Background: an optimization exercise with open tools, aiming at small area, a short achievable clock period and few clock cycles per item. Do not read the settings as production practice. Function was checked by simulation only, so behaviour that the tests miss may differ from the original. Power is estimated from default activity; no workload was simulated.

## flow/design.v (module list and top-level ports; edited modules follow where they fit)
// module conv_requant_packer: 1598 lines
// module rq_fa: 4 lines
// module rq_ha: 4 lines
module conv_requant_packer #(
  parameter int DATA_WIDTH = 8,
  parameter int ACC_WIDTH  = 32,
  parameter int BUS_WIDTH  = 128,
  parameter int ADDR_WIDTH = 18
) (
  input  logic                  clk,
  input  logic                  rst,
  input  logic                  start,
  input  logic [ADDR_WIDTH-1:0] cfg_base_addr,
  input  logic [15:0]           cfg_scale,
  input  logic [4:0]            cfg_shift,
  input  logic [1:0]            cfg_act_mode,
  input  logic [DATA_WIDTH-1:0] cfg_clip_max,
  output logic                  busy,
  output logic                  done,
  input  logic                  in_valid,
  output logic                  in_ready,
  input  logic [ACC_WIDTH-1:0]  in_acc,
  input  logic [ACC_WIDTH-1:0]  in_bias,
  input  logic                  in_last,
  output logic                  out_valid,
  input  logic                  out_ready,
  output logic [ADDR_WIDTH-1:0] out_addr,
  output logic [BUS_WIDTH-1:0]  out_data,
  output logic                  out_last,
  output logic [15:0]           sat_count
);
  // ...
==> flow/flow/run.sh <==
#!/bin/bash
set -euo pipefail
export BUFFER_PORTS_ARGS="-buffer_cell sky130_fd_sc_hd__buf_1"
bash standard.sh "BUFFER_PORTS_ARGS=$BUFFER_PORTS_ARGS" finish > flow_make.log 2>&1
==> flow/standard.sh <==
#!/bin/bash
# synth_recipe.tcl (not shown) runs the flow's synth.tcl, then flattens the netlist and writes it again
# the make line also repeats each setting of config.mk as NAME=value (left out here)
make -C /OpenROAD-flow-scripts/flow DESIGN_CONFIG=/design/flow/config.mk WORK_HOME=/design/flow/orfs CLKGATE_MAP_FILE= SYNTH_SCRIPT=/design/flow/synth_recipe.tcl "${@:-finish}"
==> flow/config.mk <==
export PLATFORM = sky130hd
export DESIGN_NAME = conv_requant_packer
export DESIGN_NICKNAME = conv_requant_packer
export VERILOG_FILES = /design/flow/design.v
export SDC_FILE = /design/flow/constraint.sdc
export NUM_CORES = 4
export LEC_CHECK = 0
export ABC_AREA = 1
export CAP_MARGIN = 20
export CORE_MARGIN = 2
export CORE_UTILIZATION = 40
export GPL_ROUTABILITY_DRIVEN = 0
export SETUP_SLACK_MARGIN = 3.8
export SLEW_MARGIN = 20
export SYNTH_HIERARCHICAL = 1
export SYNTH_MINIMUM_KEEP_SIZE = 0
==> flow/constraint.sdc <==
create_clock -name core_clock -period 7.5 [get_ports {clk}]
set_input_delay 1.5000 -clock core_clock [delete_from_list [all_inputs] [get_ports {clk}]]
set_output_delay 1.5000 -clock core_clock [all_outputs]
set_load 0.01 [all_outputs]
==> impl_results.md, run 1 <==
- Worst path most repeated cell: fa_1
- Delay-heaviest family, CP: adder cells
- Synth Flop Type: edfxtp_1
- Compound-cell area share of the yosys netlist: a little over a tenth
- Outcome: timing/DRC/antenna clean
- Clock period minus worst slack: between 3 and 4 ns
- WL/cell: 18.81 um
- Cell internal pwr: 8563 uW
- Post-synth net total: 3404
- Synth cell types: 52
- Clock power frac: 13.9%
- Type of the worst min-delay path: reg -> reg
- CP Buf/Inv Count: 0
- DP Wirelength: just over 50000 um
- Dpl cells: about 4000
- Inverters: 235
- Metal3 WL: 5913 um
- Reg2reg setup slack: slightly below 4 ns
- Seq. cell area: 10370 um2
- Placement row count: 97
- Worst-path clk slew: 0.06 ns
- DRC: 0
- Pwr dens: roughly 480 nW/um2
- Max-Cap Viols: 0
- Ant diodes: 2
- Top cells by area, synth: edfxtp_1 (35%), fa_1 (17%), xor2_1 (8.7%)
- Max Used Layer: met4
- Detailed Route Iter0 Violations: 1781
Testbench counts, summed over its fixed seeds: cycles 9,487, items 9,247.
==> run 2, diff against run 1 <==
--- a/flow/design.v
+++ b/flow/design.v
@@ -1481,25 +1481,31 @@
   assign cp_c[44] = cp_G54;
   assign cp_c[45] = cp_G87;
   assign cp_c[46] = cp_G65;
   assign cp_c[47] = cp_G88;
   assign cp_c[48] = cp_G47;
   assign cp_s = cp_p ^ cp_c[47:0];
   logic [PROD_W-1:0] p;
   logic [PROD_W:0]   p2;
-  logic [PROD_W:0]   win;
+  logic [24:0]       sh16;
+  logic [16:0]       sh8;
+  logic [12:0]       sh4;
+  logic [10:0]       sh2;
   logic [39:0]       hmask;
   logic              hi_ok;
   logic [9:0]        t10;
   always_comb begin
     p     = cp_s;
     p2    = {p, 1'b0};
-    win   = p2 >> cfg_shift_q;
-    t10   = win[9:0];
+    sh16  = cfg_shift_q[4] ? p2[40:16] : p2[24:0];
+    sh8   = cfg_shift_q[3] ? sh16[24:8] : sh16[16:0];
+    sh4   = cfg_shift_q[2] ? sh8[16:4]  : sh8[12:0];
+    sh2   = cfg_shift_q[1] ? sh4[12:2]  : sh4[10:0];
+    t10   = cfg_shift_q[0] ? sh2[10:1]  : sh2[9:0];
     for (int i = 0; i < 40; i++) hmask[i] = (i >= 32'(cfg_shift_q));
     hi_ok = ~|((p[PROD_W-1:8] ^ {40{p[PROD_W-1]}}) & hmask);
   end
   logic [10:0]       u;
   logic              sat;
   logic signed [7:0] q_val, act_val;
   logic [7:0]        zbyte;
   always_comb begin
==> impl_results.md, run 2 <==
- Post-synth net total: 3228 (was 3404)
- Post-synth EDFFs: 328 (unchanged)
- RSZ-0062 raised after global routing: yes (unchanged)
- Yosys top cell area share: 35.67% (was 34.95%)
- Peak supply drop: 0.2517 mV (was 0.2707 mV)
- Fraction of layout cells with a size suffix above 1: 11.82% (was 8.804%)
- Area Overhead vs Synth: 16.34% (was 15.23%)
- Pwr dens: 478.7 nW/um2 (was 482.1 nW/um2)
- Post-DR vias/cell: 5.535 (was 5.296)
- Crit-path slowest cell: edfxtp_1 (unchanged)
- Final setup violation count: 0 (unchanged)
- Area after DPL: 29400 um2 (was 30080 um2)
- Initial antenna violation count: 0 (was 2)
- Startpoint Class: register (unchanged)
- Final Hold Vio Count: 0 (unchanged)
- Total wire length: 78820 um (was 76710 um)
- Setup CP Type: reg -> reg (unchanged)
- Yosys warnings: 7 (unchanged)
- CTS Root Cell: clkbuf_16 (unchanged)
- Worst-path clk slew: 0.06 ns (about the same)
- Final ANT Viol Nets: 0 (unchanged)
- GRT overflow: 0 (unchanged)
- Crit path DAT: 4.15 ns (was 3.94 ns)
- DRC: 0 (unchanged)
- Nets: 3456 (was 3613)
- Max Freq: 270.1 MHz (was 276.0 MHz)
- Most frequent cells in the layout: nand2_1 (401), edfxtp_1 (328), xor2_1 (290) (was nand2_1 (551), edfxtp_1 (328), buf_1 (283))
- Total GRT Usage: 21.34% (was 20.65%)
- Worst path most repeated cell: nand2_4 (was fa_1)
- Critical Path End Type: register (unchanged)
- Commonest non-fill, non-tap cell in the layout: nand2_1 (unchanged)
- Max-Cap Viols: 0 (unchanged)
- Count leader, synth: nand2_1 (unchanged)
- WP data required: 7.95 ns (was 7.82 ns)
- Drt first pass iters: 5 (was 6)
- Die W: 266.7 um (was 269.4 um)
- Clock skew: 0.02971 ns (was 0.02946 ns)
- Slew @ Worst Pin: 1.011 ns (was 1.012 ns)
- Clock Sinks: 354 (unchanged)
- Ant diodes: 0 (was 2)
- PortBufs: 285 (unchanged)
- CP Buf/Inv Count: 1 (was 0)
- Outcome: timing/DRC/antenna clean (unchanged)
- Top cells by area, synth: edfxtp_1 (36%), fa_1 (17%), xor2_1 (9.3%) (was edfxtp_1 (35%), fa_1 (17%), xor2_1 (8.7%))
- First-pass GRT wire length: 120000 um (was 119900 um)
- Mapped cell area: 27610 um2 (was 28180 um2)
- Crit share post-route: 49.37% (was 48.30%)
- Seq/Total Area, Yosys: 37.56% (was 36.80%)
- Cts bufs inserted: 42 (unchanged)
- CP cell instances: ha_4 > nand2_4 > nor3_4 > and2_4 > nand2_4 > nand2_8 > nand2_4 > nand2_4 > nand2_2 > nand2_4 > nand2_2 > nand2_2 > a21oi_2 > fa_2 > xor2_2 > nand2_4 > nand2_8 > buf_6 > o21ai_0 > a21oi_1 > a21oi_1 > nor2_2 > nor2_1 > nor2_1 (was o22ai_1 > xor2_1 > fa_1 > fa_1 > fa_1 > fa_1)
- Type of the worst min-delay path: reg -> reg (unchanged)
- Clock period minus worst slack: 3.703 ns (was 3.623 ns)
- Reg2reg setup slack: 3.80 ns (was 3.88 ns)
- Crit-path max FO: 7 (was 17)
- WL/cell: 20.41 um (was 18.81 um)
- Synth cell types: 51 (was 52)
- Placement row count: 96 (was 97)
- Register bit total from synthesis: 354 (unchanged)
- Delay-heaviest family, CP: simple AND/OR/NAND/NOR gates (was adder cells)
- H-tree depth: 2 (unchanged)
- Largest area contributor in the netlist: edfxtp_1 (unchanged)
- P_leak: 0.01320 uW (was 0.01335 uW)
- Number of global-route vias before repair: 22060 (was 21360)
- Skew-Pair Late Insertion Delay: 0.59 ns (was 0.58 ns)
- Largest net degree at the start of global routing: 63 (was 75)
- Synth Flop Type: edfxtp_1 (unchanged)
- Synth async-reset ratio: 0% (unchanged)
- CTS tree: done (unchanged)
- Slew HR: 32.63% (was 32.36%)
- Clock buffer depth: 3 (unchanged)
- Vias: 21370 (was 21590)
- I/O Pins: 286 (unchanged)
- Max reg flops: 128 (unchanged)
- Max incr delay on CP: 0.43 ns (was 0.91 ns)
- Fin area: 32120 um2 (was 32470 um2)
- CORE AREA: 68470 um2 (was 69910 um2)
- Die area: 71140 um2 (was 72590 um2)
- Largest Register: word_q (unchanged)
- Commonest cells post-synth: nand2_1 (423), edfxtp_1 (328), xor2_1 (293) (was nand2_1 (568), edfxtp_1 (328), xor2_1 (281))
- DP Wirelength: 51770 um (was 51760 um)
- Mean post-synth cell area: 10.16 um2 (was 9.737 um2)
- Detailed Route Iter0 Violations: 1621 (was 1781)
- Total power: 15380 uW (was 15650 uW)
- Chip height: 266.7 um (was 269.4 um)
- Worst Hold Slack: 0.4192 ns (was 0.4175 ns)
- Final max-slew violation count: 0 (unchanged)
- Post-Route Setup TNS: 0 ns (unchanged)
- Initial core utilization: 40.33% (was 40.31%)
- Top flop regs: word_q: 128 flops, s2_a_q: 48 flops, s2_c_q: 47 flops (unchanged)
- Mapped Cells: 2718 (was 2894)
## run 2: changes by cell type in the layout (fill, tap and decap cells not counted), sizes merged, moves of 7 or more
cell | previous run | this run
clkinv | 18 | 10
nand2 | 581 | 449
nand3 | 85 | 71
nand3b | 8 | 1
nor2 | 167 | 191
o21ai | 119 | 87
xor2 | 281 | 293
## run 2: routing by layer
layer	up-vias	routed length (um)	track usage, %
li1	9664	-	-
met1	10370	31290	27.26
met2	1091	37610	35.35
met3	245	6865	4.548
met4	0	3061	8.473
met5	-	0	0
## run 2: modules after synthesis (local to each module, per instance)
module,area (um2),flops+latches
rq_fa,20.02,0
conv_requant_packer,23130,354
rq_ha,12.51,0
## run 2: repair_timing
item | in CTS | in global routing
gates resized for setup | 52 | 124
hold buffers | 0 | 0
pin swaps | 8 | 40
buffers inserted | 5 | 39
gates cloned | 5 | 7
endpoints found under the setup margin | 330 | 206
## run 2: final timing paths
check | end | cells past startpoint | from
max | s3_hi_q | 24 | s2_c_q[14]
min | s3_last_q | 0 | s2_last_q
max reg2reg | s3_hi_q | 24 | s2_c_q[14]
min reg2reg | s3_last_q | 0 | s2_last_q
## run 2: area by class of cell
| class | instances | area, um2 |
|---|---|---|
| Fill cell | 6247 | 36350 |
| Multi-Input combinational cell | 1953 | 16410 |
| Sequential cell | 354 | 10370 |
| Timing Repair Buffer | 368 | 1849 |
| Clock buffer | 54 | 1189 |
| Tap cell | 882 | 1104 |
| Inverter | 226 | 874.6 |
| Clock inverter | 23 | 316.6 |
| Timing Repair inverter | 1 | 8.758 |
## run 2: logic make-up after synthesis
family	count (synthesis)	synth area share [%]
AND/OR/NAND/NOR	753	11.49
AO/OA/AOI/OAI	471	10.22
buffers and inverters	418	5.959
adder cells (fa/ha/maj)	391	24.22
flip-flops	354	37.56
XOR/XNOR	325	10.31
multiplexers	6	0.2402
## run 2: report_power, final
group / leakage, uW / switching, uW / internal, uW / total [uW]
clock: 0.000717 / 900 / 1280 / 2180
combinational: 0.00898 / 5450 / 4080 / 9530
sequential: 0.00350 / 540 / 3120 / 3660
## run 2: stage by stage
stage	setup slack, ns	utilization (%)	instances
2_1_floorplan	2.558	-	2718
3_3_place_gp	2.839	42.93	3727
3_5_place_dp	2.782	42.94	3727
4_1_cts	3.630	45.50	3814
5_1_grt	3.592	46.91	3861
6_report	3.797	46.91	3861
## run 2: worst register-to-register path, stage by stage, from the launching register on
cell,delay (ns)
edfxtp_1,0.43
ha_4,0.31
nand2_4,0.05
nor3_4,0.19
and2_4,0.18
nand2_4,0.07
nand2_8,0.11
nand2_4,0.06
nand2_4,0.07
nand2_2,0.06
nand2_4,0.09
nand2_2,0.05
nand2_2,0.08
a21oi_2,0.07
fa_2,0.43
xor2_2,0.21
nand2_4,0.15
nand2_8,0.16
buf_6,0.11
o21ai_0,0.06
a21oi_1,0.19
a21oi_1,0.08
nor2_2,0.19
nor2_1,0.05
nor2_1,0.13
Testbench counts of run 2, summed over its fixed seeds: cycles 9,487, items 9,247.

static timing again, ports no longer ideal:
Ports are ideal in the flow. The routed layouts listed here were re-timed in OpenROAD.
Step 1, drivers: a clkbuf_16 drives clk and a buf_2 each remaining input, both assumed.
Step 2 adds t to the input delays and takes it off the output delays; t is the mean of the earliest and latest rising clock arrival at the registers after step 1. Input paths then give back, and output paths get back, about the clock's delay inside the block.
a / b / c = no drivers / after step 1 / after step 2; a / b = the first two.
run	t, ns	setup slack, ns	worst register clock-pin slew, ns	worst slew at a driven data input, ns	pins driven straight from the clock port
run 1	0.627	3.877 / 3.877 / 3.474	0.07 / 0.07	0.08	1
run 2	0.636	3.797 / 3.797 / 3.477	0.07 / 0.07	0.07	1
After both steps every run listed still meets setup and hold. The setup slack of run 1, which loses most, moves by 0.000 ns with the drivers and by -0.403 ns with both steps.
